From an optimization exercise on the open Yosys and OpenROAD flow, aimed at small area, a short achievable clock period and few clock cycles per item; shortcuts taken in it are not production practice.
Function was checked by simulation only, so behaviour that the tests miss may differ from the original.
Power is estimated from default activity; no workload was simulated.

==> flow/design.v (outline; a module is shown in full before it is edited, if it fits) <==
// module operand_join: 78 lines
// module join_ready: 11 lines
// module int_alu: 35 lines
// module mul_pipe: 1577 lines
// module result_buffer: 98 lines
// module dfu_top: 89 lines
module dfu_top (
	input  logic        clk,
	input  logic        rst,
	input  logic        a_valid,
	input  logic [4:0]  a_op,
	input  logic [31:0] a_data,
	output logic        a_ready,
	input  logic        b_valid,
	input  logic [31:0] b_data,
	output logic        b_ready,
	output logic        res_valid,
	output logic [31:0] res_data,
	input  logic        res_ready
);
  // ...
==> flow/flow/run.sh <==
#!/bin/bash
# The standard layout, with the full and half adder cells kept out of
# synthesis: the reduction tree is mapped to plain gates, which are faster.
set -euo pipefail
cat >> config.mk <<'EOC'
export DONT_USE_CELLS = sky130_fd_sc_hd__fa_1 sky130_fd_sc_hd__fa_2 sky130_fd_sc_hd__fa_4 sky130_fd_sc_hd__ha_1 sky130_fd_sc_hd__ha_2 sky130_fd_sc_hd__ha_4
EOC
bash standard.sh finish > standard.log 2>&1
==> flow/standard.sh <==
#!/bin/bash
# synth_recipe.tcl (not shown) runs the flow's synth.tcl, then flattens the netlist and writes it again
# the make line also repeats each setting of config.mk as NAME=value (left out here)
make -C /OpenROAD-flow-scripts/flow DESIGN_CONFIG=/design/flow/config.mk WORK_HOME=/design/flow/orfs CLKGATE_MAP_FILE= SYNTH_SCRIPT=/design/flow/synth_recipe.tcl "${@:-finish}"
==> flow/config.mk <==
export PLATFORM = sky130hd
export DESIGN_NAME = dfu_top
export DESIGN_NICKNAME = dfu_top
export VERILOG_FILES = /design/flow/design.v
export SDC_FILE = /design/flow/constraint.sdc
export NUM_CORES = 4
export LEC_CHECK = 0
export CAP_MARGIN = 20
export CORE_MARGIN = 2
export CORE_UTILIZATION = 40
export SETUP_SLACK_MARGIN = 5.0
export SLEW_MARGIN = 20
export SYNTH_HIERARCHICAL = 1
export DONT_USE_CELLS = sky130_fd_sc_hd__fa_1 sky130_fd_sc_hd__fa_2 sky130_fd_sc_hd__fa_4 sky130_fd_sc_hd__ha_1 sky130_fd_sc_hd__ha_2 sky130_fd_sc_hd__ha_4
==> flow/constraint.sdc <==
create_clock -name core_clock -period 9.0 [get_ports {clk}]
set_input_delay 1.8000 -clock core_clock [delete_from_list [all_inputs] [get_ports {clk}]]
set_output_delay 1.8000 -clock core_clock [all_outputs]
set_load 0.01 [all_outputs]
==> qor.csv, run 1 <==
metric,value,unit
status,"complete, no violations",
crit path from,res_ready,
RSZ-0062 raised after global routing,yes,
Worst path max stage delay,0.17,ns
layout clock buffer count,19,
internal power,5.94,mW
Synth Area in Compound Gates,0.203,
WL/cell,23.0,µm
critical path's slowest cell,and3_4,
critical path class,in2out,
final core utilization,0.445,
Layout clock area frac,0.0200,
post-route DRC violation count,0,
clock power share,0.065,
FF-to-FF Start,join0.tok_one[4],
CTS tree,built,
Seq. cell area,0.00575,mm²
Hold WS,0.424,ns
most frequent cell after synthesis,xnor2_1,
Cell Pwr Density,409,mW/mm²
fraction of area in multi-input gates,0.649,
sequential power share,0.141,
total wire length,87300,µm
Top Metal Used,met5,
Worst Max-Slew Pin Slew,1.11,ns
Layout Skew,0.0155,ns
leakage,9.74,nW
post-synth top area cell,edfxtp_1,
RR Endpoint,rbuf0.s_q[30],
Logic pwr share,0.794,
Synth area leaders,"edfxtp_1 22%, xnor2_1 20%, a22oi_1 7.7%, xor2_1 6.9%, maj3_1 4.7%",
worst path cell trace,buf_6 -> nand2b_4 -> and3_4 -> buf_6,
non-filler instance count after layout,3795,
fill cell count,6104,
via count,22800,
Max rail drop VDD,0.317,mV
Hold Crit Depth,0,
NetSw,5.51,mW
mux cell area share after synthesis,0.0308,
"most common cell after layout, fill and taps aside",xnor2_1,
"Period Utilization, post-route",0.457,
worst min-delay path class,reg2reg,
Testbench counts, summed over its fixed seeds: cycles 18,336, items 16,000.
==> inputs of run 2 (changes only) <==
==> flow/flow/run.sh (replaced) <==
#!/bin/bash
# The standard layout, with two changes to how it is made:
# - the full and half adder cells are kept out of synthesis, so the
#   reduction tree is mapped to plain gates, which are faster;
# - every port still gets its own buffer, but a plain buf_1 (resized
#   later by the repair steps as timing needs) instead of the larger
#   clock-delay buffer the port buffering picks by default.
set -euo pipefail
cat >> config.mk <<'EOC'
export DONT_USE_CELLS = sky130_fd_sc_hd__fa_1 sky130_fd_sc_hd__fa_2 sky130_fd_sc_hd__fa_4 sky130_fd_sc_hd__ha_1 sky130_fd_sc_hd__ha_2 sky130_fd_sc_hd__ha_4
export BUFFER_PORTS_ARGS = -buffer_cell sky130_fd_sc_hd__buf_1
EOC
bash standard.sh finish > standard.log 2>&1
--- a/flow/config.mk
+++ b/flow/config.mk
@@ -13,2 +13,3 @@
 export SYNTH_HIERARCHICAL = 1
 export DONT_USE_CELLS = sky130_fd_sc_hd__fa_1 sky130_fd_sc_hd__fa_2 sky130_fd_sc_hd__fa_4 sky130_fd_sc_hd__ha_1 sky130_fd_sc_hd__ha_2 sky130_fd_sc_hd__ha_4
+export BUFFER_PORTS_ARGS = -buffer_cell sky130_fd_sc_hd__buf_1
==> qor.csv, run 2 <==
metric,value,unit,change
Worst Max-Slew Pin Slew,1.05,ns,-0.0545 ns
Root Driver,clkbuf_16,,
Top Ports,109,,
CP Launch Type,primary input,,
first-pass GRT wire length,129000,µm,
CTS buffer count,17,,
Layout Skew,0.0183,ns,+0.00282 ns
Post-CTS Hold Fix Bufs,0,,
final setup vio count,0,,
post-synth cell types,105,,
H-tree levels,4,,
Relative slew margins,0.295,,
leakage,9.61,nW,-1.4%
Routed Antenna Nets,0,,
"Max FO, Critical Path",3,,
Initial Utilization,0.403,,
Via-to-Cell Ratio,6.04,,
GRT Total Usage,0.253,,
post-route DRC violation count,0,,unchanged
fraction of layout cells with a size suffix above 1,0.112,,
Post-synth EDFFs,189,,
Synth top cells by count,"582 x xnor2_1, 259 x a22oi_1, 228 x nand2_1, 226 x nor2_1, 200 x xor2_1",,
RSZ-0062 raised after global routing,yes,,
top_reg_cell synth,edfxtp_1,,
status,"complete, no violations",,
std cell rows,92,,
Synth top area share,0.223,,
critical path class,in2out,,
Hold WS,0.436,ns,+0.0119 ns
max-slew violations,0,,
"CTS clk-pin slew, worst paths",0.07,ns,
Post-Layout Inst Area,0.0276,mm²,
via count,23100,,+1.3%
Cell Pwr Density,416,mW/mm²,+1.8%
worst path arrival time,2.33,ns,
worst min-delay path class,reg2reg,,
FF-to-FF Start,join0.tok_one[4],,
most frequent cell after synthesis,xnor2_1,,
mapped cell area,0.0254,mm²,
total wire length,86900,µm,-0.42%
die area,0.0655,mm²,
largest net degree at the start of global routing,77,,
die width,256,µm,
"Period Utilization, post-route",0.458,,+0.00155
I/O Buffers,108,,
Post-Syn Instances,2986,,
CTS tree,built,,
Synth area leaders,"edfxtp_1 22%, xnor2_1 20%, a22oi_1 7.7%, xor2_1 6.9%, maj3_1 4.7%",,
DPL Wire Length,56300,µm,
Maximum Capacitance Violations,0,,
crit path from,res_ready,,
post-synthesis async set-or-reset flop share,0.0156,,
CORE AREA,0.0630,mm²,
Syn Nets,3060,,
post-route worst setup slack,4.87,ns,
"most common cell after layout, fill and taps aside",xnor2_1,,
Peak Freq,242,MHz,
Hold Crit Start,join0.tok_inv,,
CTS Sinks,192,,
Worst setup EP type,output port,,
TritonRoute pass-1 iters,9,,
sequential share of the synthesized area,0.226,,
post-synth top area cell,edfxtp_1,,
final RePlAce weighted congestion,0.896,,
"commonest cells after routing, fill and taps aside","568 x xnor2_1, 252 x a22oi_1, 228 x nand2_1",,
Synth Register Bits,192,,
Syn-to-layout area delta,8.65,%,
grt ovf,0,,
Iter 0 DRT Violations,2809,,
initial antenna violation count,5,,
WL/cell,22.7,µm,-1.2%
pre-CTS WS,4.64,ns,
final net count,3039,,
fill cell count,6071,,-0.54%
area of the multi-input gates,0.0181,mm²,
Max rail drop VDD,0.357,mV,+13%
Clock Path Buffers,2,,
Critical Path RT,7.20,ns,
setup tns final,0,ns,
placement-stage cell area,0.0257,mm²,
Synth Warn #,9,,
Seq. cell area,0.00575,mm²,unchanged
die height,256,µm,
vias in the first global route,21700,,
total power,11.5,mW,
clock latency (worst-skew pair),0.46,ns,
Final min period,4.13,ns,
"Hold Vio Cnt, Final",0,,
syn avg cell area,8.50,µm²,
[run 2: modules after synthesis (local to each module, per instance)]
module,copies in the design,cells inside,cell area [µm²],flops+latches
operand_join,1,379,4350,87
int_alu,1,268,1410,0
result_buffer,1,685,6840,105
dfu_top,1,74,840,0
mul_pipe,1,1578,11900,0
join_ready,1,2,20.0,0
[run 2: layout make-up]
| type | instances | area share |
|---|---|---|
| Clock buffer | 19 | 0.0161 |
| Antenna cell | 1 | 0.0000907 |
| Timing Repair Buffer | 254 | 0.0666 |
| Inverter | 53 | 0.00721 |
| Tap cell | 846 | 0.0384 |
| Clock inverter | 13 | 0.00544 |
| Multi-Input combinational cell | 2447 | 0.658 |
| Sequential cell | 192 | 0.208 |
[run 2: repair_timing]
item	4_1_cts	5_1_grt
gates resized for setup	8	83
setup endpoints to repair	20	22
pin swaps	1	11
cloned	0	3
buffers inserted	22	69
[run 2: per-layer routing]
| metal | up-vias | track usage | routed length, µm |
|---|---|---|---|
| li1 | 10500 | - | - |
| met5 | - | 0 | 51 |
| met2 | 1380 | 0.406 | 39200 |
| met4 | 8 | 0.119 | 4380 |
| met1 | 10900 | 0.321 | 34000 |
| met3 | 339 | 0.0574 | 9280 |
[run 2: cell families after synthesis]
logic type	share of synthesized area
multiplexers	0.0308
adder cells (fa/ha/maj)	0.0492
XOR/XNOR	0.297
AND/OR/NAND/NOR	0.125
AO/OA/AOI/OAI	0.203
flip-flops	0.226
buffers and inverters	0.0684
other	0.000148
[run 2: final timing paths]
kind | endpoint | slack (ns) | depth (start not counted)
worst max-delay path | b_ready | 4.87 | 4
worst min-delay path | rbuf0.inv_q | 0.44 | 0
worst max register to register | rbuf0.s_q[30] | 4.98 | 13
worst min register to register | rbuf0.inv_q | 0.44 | 0
max in group asynchronous | rbuf0.sc_valid | 7.73 | 2
min in group asynchronous | join0.tok_valid | 1.15 | 2
[run 2: through the flow]
step	utilization	instances
global route	0.438	3824
finish	0.438	3825
detailed placement	0.409	3698
CTS	0.422	3752
global placement	0.409	3698
floorplan	-	2986
[run 2: worst max-delay path, stage by stage]
cell and delay [ns]:
buf_6 0.09, nand2b_4 0.13, and3_4 0.18, buf_6 0.12
[run 2: power by group]
part | switching, mW | internal [mW]
Clock | 0.365 | 0.423
Combinational | 4.91 | 4.16
Sequential | 0.307 | 1.32
Total | 5.58 | 5.91
==> inputs of run 3 (changes only) <==
--- a/flow/config.mk
+++ b/flow/config.mk
@@ -12,4 +12,5 @@
 export SLEW_MARGIN = 20
 export SYNTH_HIERARCHICAL = 1
+export TNS_END_PERCENT = 0
 export DONT_USE_CELLS = sky130_fd_sc_hd__fa_1 sky130_fd_sc_hd__fa_2 sky130_fd_sc_hd__fa_4 sky130_fd_sc_hd__ha_1 sky130_fd_sc_hd__ha_2 sky130_fd_sc_hd__ha_4
 export BUFFER_PORTS_ARGS = -buffer_cell sky130_fd_sc_hd__buf_1
==> qor.csv, run 3 <==
metric,value,unit,change
Synth Area in XOR/XNOR,0.297,,unchanged
grt ovf,0,,unchanged
worst path arrival time,2.33,ns,about the same
final setup vio count,0,,unchanged
CTS buffer count,17,,unchanged
worst path cell trace,buf_6 -> nand2b_4 -> and3_4 -> buf_6,,
area of the multi-input gates,0.0180,mm²,-0.90%
GR Util met1,0.320,,-0.000618
post-synthesis async set-or-reset flop share,0.0156,,unchanged
H-tree levels,4,,unchanged
status,"complete, no violations",,
I/O Buffers,108,,unchanged
Clock Path Buffers,2,,unchanged
"commonest cells after routing, fill and taps aside","580 x xnor2_1, 254 x a22oi_1, 228 x nand2_1",,
Top Ports,109,,unchanged
Post-synth EDFFs,189,,unchanged
Cell Pwr Density,414,mW/mm²,-0.56%
Iter 0 DRT Violations,2652,,-5.6%
"CTS clk-pin slew, worst paths",0.07,ns,about the same
post-route DRC violation count,0,,unchanged
Maximum Capacitance Violations,0,,unchanged
first-pass GRT wire length,129000,µm,about the same
post-synth top area cell,edfxtp_1,,
Synth Area in Adders,0.0492,,unchanged
die width,256,µm,unchanged
Relative slew margins,0.317,,+0.0220
"Period Utilization, post-route",0.458,,about the same
most frequent cell after synthesis,xnor2_1,,
total wire length,85700,µm,-1.5%
worst min-delay path class,reg2reg,,
final RePlAce weighted congestion,0.896,,unchanged
largest net degree at the start of global routing,77,,unchanged
Post-Synth Simple-Gate Area,0.125,,unchanged
GR peak layer,met2,,
Worst setup EP type,output port,,
Syn-to-layout area delta,6.38,%,
Syn Nets,3060,,unchanged
critical path class,in2out,,
syn avg cell area,8.50,µm²,unchanged
die height,256,µm,unchanged
"Max FO, Critical Path",3,,unchanged
"Hold Vio Cnt, Final",0,,unchanged
non-filler instance count after layout,3793,,-0.84%
Synth Area in Compound Gates,0.203,,unchanged
fill cell count,6123,,+0.86%
mapped cell area,0.0254,mm²,unchanged
Final min period,4.13,ns,+0.000760 ns
Seq. cell area,0.00575,mm²,unchanged
WL/cell,22.6,µm,-0.63%
initial antenna violation count,2,,-3
Layout Skew,0.0194,ns,+0.00107 ns
leakage,9.31,nW,-3.1%
critical path's slowest cell,and3_4,,
via count,22800,,-1.4%
met2 GRT Util,0.406,,about the same
Critical Path RT,7.20,ns,about the same
RSZ-0062 raised after global routing,yes,,
CP Launch Type,primary input,,
Initial Utilization,0.403,,unchanged
Via-to-Cell Ratio,6.01,,-0.55%
Synth top area share,0.223,,unchanged
Synth area leaders,"edfxtp_1 22%, xnor2_1 20%, a22oi_1 7.7%, xor2_1 6.9%, maj3_1 4.7%",,
CTS tree,built,,
DPL Wire Length,56300,µm,unchanged
Worst path max stage delay,0.18,ns,about the same
GR Layer Usage met3,0.0583,,+0.000891
DP Cell Count,3698,,unchanged
GRT Total Usage,0.253,,about the same
std cell rows,92,,unchanged
fraction of layout cells with a size suffix above 1,0.0943,,-0.0178
Peak Freq,242,MHz,about the same
Worst Max-Slew Pin Slew,1.02,ns,-0.0328 ns
Synth Register Bits,192,,unchanged
cell mode on critical path,buf_6,,
setup tns final,0,ns,unchanged
Root Driver,clkbuf_16,,
"most common cell after layout, fill and taps aside",xnor2_1,,
Synth top cells by count,"582 x xnor2_1, 259 x a22oi_1, 228 x nand2_1, 226 x nor2_1, 200 x xor2_1",,
main combinational cell family by area after synthesis,XOR/XNOR gates,,
clock latency (worst-skew pair),0.47,ns,about the same
Post-Syn Instances,2986,,unchanged
mux cell area share after synthesis,0.0308,,unchanged
final net count,3008,,-1.0%
post-synth cell types,105,,unchanged
pre-CTS WS,4.64,ns,unchanged
diodes inserted,0,,-1
Max rail drop VDD,0.303,mV,-15%
CTS Sinks,192,,unchanged
Routed Antenna Nets,0,,unchanged
die area,0.0655,mm²,unchanged
max-slew violations,0,,unchanged
TritonRoute pass-1 iters,6,,-3
Synth Warn #,9,,unchanged
CORE AREA,0.0630,mm²,unchanged
post-route worst setup slack,4.87,ns,-0.000760 ns
sequential share of the synthesized area,0.226,,unchanged
top_reg_cell synth,edfxtp_1,,
vias in the first global route,21700,,-0.21%
==> run 3: critical path, delay by kind of cell <==
family | cells | cell delay [ns]
simple gates | 2 | 0.31
buf+inv | 2 | 0.21
==> run 3: cells by family after synthesis <==
kind of cell	after synthesis
other	1
flip-flops	192
adder cells (fa/ha/maj)	124
multiplexers	70
buffers and inverters	347
XOR/XNOR	815
AO/OA/AOI/OAI	767
AND/OR/NAND/NOR	670
==> run 3: through the flow <==
| step | power (mW) | util | hold slack, ns | cell area, µm² |
|---|---|---|---|---|
| after floorplan | 10.0 | - | 0.400 | 25400 |
| after global placement | 9.92 | 0.409 | 0.410 | 25700 |
| after detailed placement | 10.1 | 0.409 | 0.424 | 25700 |
| after CTS | 11.0 | 0.421 | 0.443 | 26500 |
| after global routing | 12.0 | 0.429 | 0.455 | 27000 |
| final | 11.2 | 0.429 | 0.436 | 27000 |
==> run 3: Yosys stat by module (local to each module, per instance) <==
module	cells inside	copies in the design
mul_pipe	1578	1
result_buffer	685	1
operand_join	379	1
int_alu	268	1
dfu_top	74	1
join_ready	2	1
==> run 3: area by class of cell <==
cell class	count	area share
multi-input combinational	2447	0.666
sequential	192	0.213
timing repair buffer	223	0.0528
tap	846	0.0392
clock buffer	19	0.0164
inverter	53	0.00736
clock inverter	13	0.00556
==> run 3: final timing paths <==
kind	cells past startpoint	end	start	slack, ns
max in group asynchronous	2	rbuf0.sc_valid	rst	7.73
hold reg to reg	0	rbuf0.inv_q	join0.tok_inv	0.44
min in group asynchronous	2	join0.tok_valid	rst	1.15
setup / recovery	4	b_ready	res_ready	4.87
setup reg to reg	13	rbuf0.s_q[30]	join0.tok_one[4]	4.96
hold / removal	0	rbuf0.inv_q	join0.tok_inv	0.44
==> run 3: layer usage <==
layer	routed length [µm]	up-vias
li1	-	10400
met1	34000	10700
met2	38600	1275
met3	8650	319
met4	4340	4
met5	19	-
==> run 3: timing repair <==
| item | CTS | global route |
|---|---|---|
| endpoints found under the setup margin | 20 | 23 |
| buffers inserted | 17 | 46 |
| pin swaps | 1 | 3 |
| hold buffers | 0 | 0 |
| gates resized for setup | 7 | 36 |
==> run 3: power by group <==
group | leakage, nW | switching, mW | internal [mW] | total (mW)
logic | 6.91 | 4.77 | 3.99 | 8.77
registers | 2.11 | 0.312 | 1.32 | 1.63
clock network | 0.292 | 0.365 | 0.423 | 0.789
==> inputs of run 4 (changes only) <==
--- a/flow/config.mk
+++ b/flow/config.mk
@@ -9,8 +9,8 @@
 export CORE_MARGIN = 2
 export CORE_UTILIZATION = 40
+export CTS_BUF_LIST = sky130_fd_sc_hd__clkbuf_4 sky130_fd_sc_hd__clkbuf_8
 export SETUP_SLACK_MARGIN = 5.0
 export SLEW_MARGIN = 20
 export SYNTH_HIERARCHICAL = 1
-export TNS_END_PERCENT = 0
 export DONT_USE_CELLS = sky130_fd_sc_hd__fa_1 sky130_fd_sc_hd__fa_2 sky130_fd_sc_hd__fa_4 sky130_fd_sc_hd__ha_1 sky130_fd_sc_hd__ha_2 sky130_fd_sc_hd__ha_4
 export BUFFER_PORTS_ARGS = -buffer_cell sky130_fd_sc_hd__buf_1
==> qor.csv, run 4 <==
metric,value,unit,change
vias in the first global route,21800,,+0.48%
"CTS clk-pin slew, worst paths",0.11,ns,+0.04 ns
Routed Antenna Nets,0,,unchanged
CTS tree,built,,
leakage,9.54,nW,+2.5%
Clock Path Buffers,2,,unchanged
Synth Warn #,9,,unchanged
"commonest cells after routing, fill and taps aside","569 x xnor2_1, 253 x a22oi_1, 228 x nand2_1",,
CORE AREA,0.0630,mm²,unchanged
Maximum Capacitance Violations,0,,unchanged
final core utilization,0.436,,+0.00670
mapped cell area,0.0254,mm²,unchanged
I/O Buffers,108,,unchanged
Synth Register Bits,192,,unchanged
non-filler instance count after layout,3832,,+1.0%
sequential share of the synthesized area,0.226,,unchanged
GRT Total Usage,0.253,,+0.000574
"Hold Vio Cnt, Final",0,,unchanged
most frequent cell after synthesis,xnor2_1,,
clock latency (worst-skew pair),0.52,ns,+0.05 ns
setup tns final,0,ns,unchanged
Root Driver,clkbuf_8,,
CTS buffer count,17,,unchanged
syn avg cell area,8.50,µm²,unchanged
CTS Sinks,192,,unchanged
Peak Freq,242,MHz,about the same
top_reg_cell synth,edfxtp_1,,
grt ovf,0,,unchanged
Post-Syn Instances,2986,,unchanged
DP Cell Count,3698,,unchanged
Critical Path RT,7.20,ns,about the same
Syn-to-layout area delta,8.04,%,
final net count,3044,,+1.2%
Synth top area share,0.223,,unchanged
critical path class,in2out,,
first-pass GRT wire length,129000,µm,+0.24%
Max rail drop VDD,0.404,mV,+33%
die area,0.0655,mm²,unchanged
WL/cell,22.8,µm,+0.76%
Worst Max-Slew Pin Slew,1.04,ns,+0.0183 ns
Worst setup EP type,output port,,
post-synth cell types,105,,unchanged
Initial Utilization,0.403,,unchanged
die width,256,µm,unchanged
Cell Pwr Density,412,mW/mm²,-0.39%
Synth area leaders,"edfxtp_1 22%, xnor2_1 20%, a22oi_1 7.7%, xor2_1 6.9%, maj3_1 4.7%",,
Relative slew margins,0.305,,-0.0122
Via-to-Cell Ratio,6.05,,+0.72%
worst path arrival time,2.33,ns,about the same
total wire length,87200,µm,+1.8%
DPL Wire Length,56300,µm,unchanged
via count,23200,,+1.8%
Final min period,4.13,ns,-0.000550 ns
CP Launch Type,primary input,,
"Max FO, Critical Path",3,,unchanged
post-route worst setup slack,4.87,ns,+0.000550 ns
Top Ports,109,,unchanged
die height,256,µm,unchanged
pre-CTS WS,4.64,ns,unchanged
Synth top cells by count,"582 x xnor2_1, 259 x a22oi_1, 228 x nand2_1, 226 x nor2_1, 200 x xor2_1",,
final setup vio count,0,,unchanged
RSZ-0062 raised after global routing,yes,,
post-synth top area cell,edfxtp_1,,
post-route DRC violation count,0,,unchanged
fraction of layout cells with a size suffix above 1,0.113,,+0.0190
"most common cell after layout, fill and taps aside",xnor2_1,,
status,"complete, no violations",,
max-slew violations,0,,unchanged
post-synthesis async set-or-reset flop share,0.0156,,unchanged
Syn Nets,3060,,unchanged
TritonRoute pass-1 iters,9,,+3
worst min-delay path class,reg2reg,,
H-tree levels,4,,unchanged
std cell rows,92,,unchanged
final RePlAce weighted congestion,0.896,,unchanged
initial antenna violation count,4,,+2
"Period Utilization, post-route",0.458,,about the same
Post-synth EDFFs,189,,unchanged
Iter 0 DRT Violations,2781,,+4.9%
largest net degree at the start of global routing,77,,unchanged
Layout Skew,0.0260,ns,+0.00658 ns
## run 4: cell counts after synthesis
Identical to the previous run, type by type.
## run 4: per-module statistics from Yosys, one instance, submodules excluded
| module | flip-flops and latches | cells inside | cell area, µm² |
|---|---|---|---|
| result_buffer | 105 | 685 | 6840 |
| join_ready | 0 | 2 | 20.0 |
| operand_join | 87 | 379 | 4350 |
| dfu_top | 0 | 74 | 840 |
| int_alu | 0 | 268 | 1410 |
| mul_pipe | 0 | 1578 | 11900 |
## run 4: logic make-up (layout without fill, tap and decap cells)
group | count (synthesis) | after routing | synth area share
XOR/XNOR | 815 | 815 | 0.297
AO/OA/AOI/OAI | 767 | 767 | 0.203
AND/OR/NAND/NOR | 670 | 670 | 0.125
buffers and inverters | 347 | 344 | 0.0684
flip-flops | 192 | 192 | 0.226
adder cells (fa/ha/maj) | 124 | 124 | 0.0492
multiplexers | 70 | 70 | 0.0308
other | 1 | 4 | 0.000148
## run 4: worst paths after layout
check | start | slack [ns] | endpoint | depth (start not counted)
min reg2reg | join0.tok_inv | 0.44 | rbuf0.inv_q | 0
min in group asynchronous | rst | 1.09 | join0.tok_valid | 2
max | res_ready | 4.87 | b_ready | 4
max in group asynchronous | rst | 7.79 | rbuf0.sc_valid | 2
max reg2reg | join0.tok_two[4] | 4.94 | rbuf0.s_q[30] | 13
min | join0.tok_inv | 0.44 | rbuf0.inv_q | 0
## run 4: layer usage
layer | global-route usage | share of wire
met1 | 0.319 | 0.39
met2 | 0.406 | 0.45
met3 | 0.0599 | 0.11
met4 | 0.123 | 0.051
met5 | 0 | 0.00038
## run 4: what timing repair did
| item | CTS | global route |
|---|---|---|
| gates cloned | 0 | 4 |
| setup buffers | 26 | 69 |
| resized for setup | 9 | 80 |
| endpoints found under the setup margin | 20 | 23 |
| pin swaps | 1 | 12 |
| hold buffers | 0 | 0 |
## run 4: cell type report
| class | count | area [µm²] |
|---|---|---|
| clock buffers | 19 | 255 |
| multi-input cells | 2447 | 18100 |
| clock inverters | 13 | 150 |
| inverters | 53 | 199 |
| well taps | 846 | 1060 |
| repair buffers | 259 | 1880 |
| fillers | 6085 | 35500 |
| diodes | 3 | 7.51 |
| flip-flops and latches | 192 | 5750 |
## run 4: where the power goes
group          internal (mW)  leakage (nW)  switching [mW]
logic                   4.18          7.23            4.91
registers               1.32          2.11           0.306
clock network          0.264         0.208           0.342
total                   5.76          9.54            5.56
## run 4: stage by stage
stage	hold slack, ns	power [mW]	area, µm²
6_report	0.444	11.3	27400
5_1_grt	0.464	12.1	27400
4_1_cts	0.451	10.8	26400
3_5_place_dp	0.424	10.1	25700
3_3_place_gp	0.410	9.92	25700
2_1_floorplan	0.400	10.0	25400
## run 4: critical path, stage by stage
cell	delay (ns)
buf_6	0.09
nand2b_4	0.13
and3_4	0.18
buf_6	0.12
==> module operand_join, before the edit <==
module operand_join (
	input  logic             clk,
	input  logic             rst,
	input  logic             a_valid,
	input  logic [4:0]       a_op,
	input  dfu_pkg::word_t   a_data,
	input  logic             b_valid,
	input  dfu_pkg::word_t   b_data,
	output logic             a_ready,
	output logic             b_ready,
	output logic             tok_valid,
	output dfu_pkg::alu_op_t tok_op,
	output dfu_pkg::word_t   tok_a,
	output logic [15:0]      tok_one,
	output logic [15:0]      tok_two,
	output logic [15:0]      tok_neg,
	output logic             tok_inv,
	input  logic             down_full,
	input  logic             res_ready
);
	logic load;
	logic take;
	logic           is_sh;
	logic           is_rsh;
	logic           inv;
	logic           big;
	dfu_pkg::word_t a_in;
	logic [15:0]    one_in;
	logic [15:0]    two_in;
	logic [15:0]    neg_in;
	join_ready rdy0 (
		.a_valid   (a_valid),
		.b_valid   (b_valid),
		.all_full  (tok_valid & down_full),
		.res_ready (res_ready),
		.load      (load),
		.take      (take)
	);
	assign a_ready = take;
	assign b_ready = take;
	assign is_rsh = (a_op == dfu_pkg::OP_LSHR) | (a_op == dfu_pkg::OP_ASHR);
	assign is_sh = is_rsh | (a_op == dfu_pkg::OP_SHL);
	assign inv = (a_op == dfu_pkg::OP_ASHR) & a_data[31];
	assign big = |b_data[31:5];
	always_comb begin
		for (int i = 0; i < 32; i++) begin
			a_in[i] = is_rsh ? (a_data[31-i] ^ inv) : a_data[i];
		end
		for (int j = 0; j < 16; j++) begin
			if (is_sh) begin
				one_in[j] = ~big & (b_data[4:0] == 5'(2*j));
				two_in[j] = ~big & (b_data[4:0] == 5'(2*j+1));
				neg_in[j] = 1'b0;
			end else begin
				one_in[j] = b_data[2*j] ^ ((j > 0) ? b_data[(2*j+31)%32] : 1'b0);
				two_in[j] = ~one_in[j] & (b_data[2*j+1] ^ b_data[2*j]);
				neg_in[j] = b_data[2*j+1];
			end
		end
	end
	always_ff @(posedge clk or posedge rst) begin
		if (rst) begin
			tok_valid <= 1'b0;
		end else if (load) begin
			tok_valid <= a_valid & b_valid;
		end
	end
	always_ff @(posedge clk) begin
		if (load) begin
			tok_op <= dfu_pkg::alu_op_t'(a_op);
			tok_a <= a_in;
			tok_one <= one_in;
			tok_two <= two_in;
			tok_neg <= neg_in;
			tok_inv <= inv;
		end
	end
endmodule
==> module join_ready, before the edit <==
module join_ready (
	input  logic a_valid,
	input  logic b_valid,
	input  logic all_full,
	input  logic res_ready,
	output logic load,
	output logic take
);
	assign load = ~all_full | res_ready;
	assign take = a_valid & b_valid & (~all_full | res_ready);
endmodule
==> inputs of run 5 (changes only) <==
--- a/flow/design.v
+++ b/flow/design.v
@@ -47,4 +47,5 @@
 	logic load;
 	logic take;
+	logic not_full;
 	logic           is_sh;
 	logic           is_rsh;
@@ -55,10 +56,11 @@
 	logic [15:0]    two_in;
 	logic [15:0]    neg_in;
+	assign not_full = ~(tok_valid & down_full);
+	assign load = not_full | res_ready;
 	join_ready rdy0 (
 		.a_valid   (a_valid),
 		.b_valid   (b_valid),
-		.all_full  (tok_valid & down_full),
+		.not_full  (not_full),
 		.res_ready (res_ready),
-		.load      (load),
 		.take      (take)
 	);
@@ -106,11 +108,9 @@
 	input  logic a_valid,
 	input  logic b_valid,
-	input  logic all_full,
+	input  logic not_full,
 	input  logic res_ready,
-	output logic load,
 	output logic take
 );
-	assign load = ~all_full | res_ready;
-	assign take = a_valid & b_valid & (~all_full | res_ready);
+	assign take = a_valid & b_valid & (not_full | res_ready);
 endmodule
 module int_alu (
--- a/flow/config.mk
+++ b/flow/config.mk
@@ -9,8 +9,8 @@
 export CORE_MARGIN = 2
 export CORE_UTILIZATION = 40
-export CTS_BUF_LIST = sky130_fd_sc_hd__clkbuf_4 sky130_fd_sc_hd__clkbuf_8
 export SETUP_SLACK_MARGIN = 5.0
 export SLEW_MARGIN = 20
 export SYNTH_HIERARCHICAL = 1
+export TNS_END_PERCENT = 0
 export DONT_USE_CELLS = sky130_fd_sc_hd__fa_1 sky130_fd_sc_hd__fa_2 sky130_fd_sc_hd__fa_4 sky130_fd_sc_hd__ha_1 sky130_fd_sc_hd__ha_2 sky130_fd_sc_hd__ha_4
 export BUFFER_PORTS_ARGS = -buffer_cell sky130_fd_sc_hd__buf_1
==> qor.csv, run 5 <==
metric,value,unit,change
first-pass GRT wire length,131000,µm,+1.6%
max-slew violations,0,,unchanged
Syn-to-layout area delta,9.52,%,
diodes inserted,0,,-3
critical path's slowest cell,o211a_1,,
CTS buffer count,17,,unchanged
Post-CTS Hold Fix Bufs,0,,unchanged
Worst Max-Slew Pin Slew,1.09,ns,+0.0471 ns
critical path class,in2out,,
post-synthesis async set-or-reset flop share,0.0156,,unchanged
clock latency (worst-skew pair),0.48,ns,-0.04 ns
Layout Skew,0.0292,ns,+0.00329 ns
final setup vio count,0,,unchanged
H-tree levels,4,,unchanged
Syn Nets,3059,,-0.033%
Top Ports,109,,unchanged
syn avg cell area,8.50,µm²,about the same
Synth area leaders,"edfxtp_1 22%, xnor2_1 20%, a22oi_1 7.7%, xor2_1 6.9%, maj3_1 4.7%",,
Initial Utilization,0.404,,+0.000540
post-synth cell types,104,,-0.95%
"Hold Vio Cnt, Final",0,,unchanged
RSZ-0062 raised after global routing,yes,,
Worst setup EP type,output port,,
total power,11.8,mW,+4.2%
Synth Warn #,9,,unchanged
die width,256,µm,about the same
largest net degree at the start of global routing,73,,-5.2%
Critical Path RT,7.20,ns,about the same
status,"complete, no violations",,
worst path cell trace,buf_8 -> o211a_1 -> buf_2,,
CTS tree,built,,
final net count,3063,,+0.62%
total wire length,88800,µm,+1.9%
std cell rows,92,,unchanged
Cell Pwr Density,424,mW/mm²,+2.8%
Via-to-Cell Ratio,5.99,,-1.0%
worst path arrival time,2.24,ns,-0.09 ns
Relative slew margins,0.274,,-0.0315
TritonRoute pass-1 iters,13,,+4
leakage,9.72,nW,+1.9%
fraction of layout cells with a size suffix above 1,0.117,,+0.00328
post-route DRC violation count,0,,unchanged
Synth Register Bits,192,,unchanged
via count,23000,,-0.60%
CORE AREA,0.0629,mm²,-0.18%
"CTS clk-pin slew, worst paths",0.08,ns,-0.03 ns
setup tns final,0,ns,unchanged
Root Driver,clkbuf_16,,
worst min-delay path class,reg2reg,,
Final min period,4.04,ns,-0.0876 ns
Max rail drop VDD,0.309,mV,-24%
Synth top area share,0.224,,about the same
CP Launch Type,primary input,,
Synth top cells by count,"582 x xnor2_1, 259 x a22oi_1, 231 x nand2_1, 226 x nor2_1, 200 x xor2_1",,
die area,0.0655,mm²,about the same
Worst path max stage delay,0.20,ns,+0.02 ns
Maximum Capacitance Violations,0,,unchanged
Post-synth EDFFs,189,,unchanged
Clock Path Buffers,2,,unchanged
top_reg_cell synth,edfxtp_1,,
"Period Utilization, post-route",0.449,,-0.00973
final RePlAce weighted congestion,0.899,,+0.30%
WL/cell,23.1,µm,+1.4%
cell family with most CP delay,buffers and inverters,,
"most common cell after layout, fill and taps aside",xnor2_1,,
die height,256,µm,about the same
initial antenna violation count,1,,-3
post-synth top area cell,edfxtp_1,,
Post-Syn Instances,2985,,-0.033%
CP bufs+invs,2,,unchanged
I/O Buffers,108,,unchanged
Iter 0 DRT Violations,2592,,-6.8%
fill cell count,6128,,+0.71%
"Max FO, Critical Path",2,,-1
Routed Antenna Nets,0,,unchanged
DPL Wire Length,57200,µm,+1.6%
vias in the first global route,21900,,+0.81%
grt ovf,0,,unchanged
"commonest cells after routing, fill and taps aside","575 x xnor2_1, 252 x a22oi_1, 231 x nand2_1",,
most frequent cell after synthesis,xnor2_1,,
CTS Sinks,192,,unchanged
sequential share of the synthesized area,0.227,,about the same
GRT Total Usage,0.258,,+0.00522
Peak Freq,248,MHz,+2.2%
mapped cell area,0.0254,mm²,about the same
[run 5: cell type report]
type	instances	area, µm²	area share
multi-input cells	2447	18100	0.650
flip-flops and latches	192	5750	0.207
repair buffers	279	2100	0.0754
well taps	846	1060	0.0381
clock buffers	19	453	0.0163
inverters	52	195	0.00702
clock inverters	13	168	0.00603
[run 5: cells by family (layout without fill, tap and decap cells)]
family | Yosys count | after routing | synth area share
AOI/OAI and AO/OA | 767 | 767 | 0.203
xor gates and xnor gates | 815 | 815 | 0.298
adders and majority gates | 124 | 124 | 0.0492
buffers and inverters | 346 | 363 | 0.0683
DFF | 192 | 192 | 0.227
muxes | 70 | 70 | 0.0309
other | 1 | 1 | 0.000148
and+or+nand+nor | 670 | 670 | 0.124
[run 5: Yosys stat by module, one instance, submodules excluded]
module | cells inside | copies in the design
mul_pipe | 1578 | 1
result_buffer | 685 | 1
operand_join | 379 | 1
int_alu | 268 | 1
dfu_top | 74 | 1
join_ready | 1 | 1
[run 5: worst paths after layout]
kind | start | to | slack (ns) | cells past startpoint
setup / recovery | res_ready | a_ready | 4.96 | 3
hold / removal | join0.tok_inv | rbuf0.inv_q | 0.45 | 0
setup reg to reg | join0.tok_two[5] | rbuf0.c_q[24] | 4.99 | 13
hold reg to reg | join0.tok_inv | rbuf0.inv_q | 0.45 | 0
max in group asynchronous | rst | rbuf0.res_valid | 7.74 | 2
min in group asynchronous | rst | join0.tok_valid | 1.14 | 2
[run 5: power by group]
group,total (mW),internal (mW),leakage [nW],switching [mW]
combinational,9.33,4.27,7.32,5.06
sequential,1.64,1.33,2.10,0.312
clock,0.816,0.434,0.298,0.382
[run 5: layer usage]
layer	routed length, µm	vias up	track usage
met4	4070	2	0.121
li1	-	10600	-
met5	13	-	0
met2	40300	1224	0.415
met1	35700	11000	0.326
met3	8650	307	0.0633
[run 5: timing repair]
item,in CTS,in global routing
buffers inserted,56,61
pin swaps,2,24
endpoints found under the setup margin,24,26
gates resized for setup,17,60
cloned,0,5
[run 5: stage by stage]
stage,std cells,hold WS [ns],util,area [µm²],setup slack [ns]
final,3848,0.453,0.442,27800,4.96
after global routing,3848,0.461,0.442,27800,4.90
after CTS,3782,0.442,0.428,26900,4.96
after detailed placement,3694,0.430,0.409,25700,4.32
after global placement,3693,0.406,0.409,25700,4.33
after floorplan,2985,0.400,-,25400,4.63
Testbench counts of run 5, summed over its fixed seeds: cycles 18,336, items 16,000.

==> static timing again, ports no longer ideal <==
In the flow no input, the clock included, has a driving cell. The finished layouts below were timed again as built, in two steps.
Step 1 (the two cells are an assumption about what drives the block):
set clk [get_ports {clk}]
set_driving_cell -lib_cell sky130_fd_sc_hd__clkbuf_16 $clk
set_driving_cell -lib_cell sky130_fd_sc_hd__buf_2 [delete_from_list [all_inputs] $clk]
Step 2 adds t to the input delays and takes it off the output delays; t is the mean of the earliest and latest rising clock arrival at the registers after step 1. Input paths then give back, and output paths get back, about the clock's delay inside the block.
Slacks: ideal ports / drivers / drivers and shift; pairs: ideal ports / drivers.
| run | shift t [ns] | setup slack, ns | worst setup path after step 2 | latest minus earliest clock arrival (ns) | slew at the worst register clock pin (ns) |
|---|---|---|---|---|---|
| run 1 | 0.514 | 4.889 / 4.858 / 4.590 | input to register | 0.017 / 0.017 | 0.08 / 0.08 |
| run 2 | 0.510 | 4.875 / 4.842 / 4.751 | input to register | 0.019 / 0.019 | 0.08 / 0.08 |
| run 3 | 0.516 | 4.874 / 4.841 / 4.727 | input to register | 0.020 / 0.019 | 0.08 / 0.08 |
| run 4 | 0.565 | 4.874 / 4.842 / 4.730 | input to register | 0.025 / 0.026 | 0.12 / 0.12 |
| run 5 | 0.528 | 4.962 / 4.915 / 4.800 | input to register | 0.031 / 0.031 | 0.08 / 0.08 |
After both steps setup and hold are still met in every run listed. For run 1, which loses most, drivers alone change the setup slack by -0.031 ns; drivers and shift together by -0.299 ns.
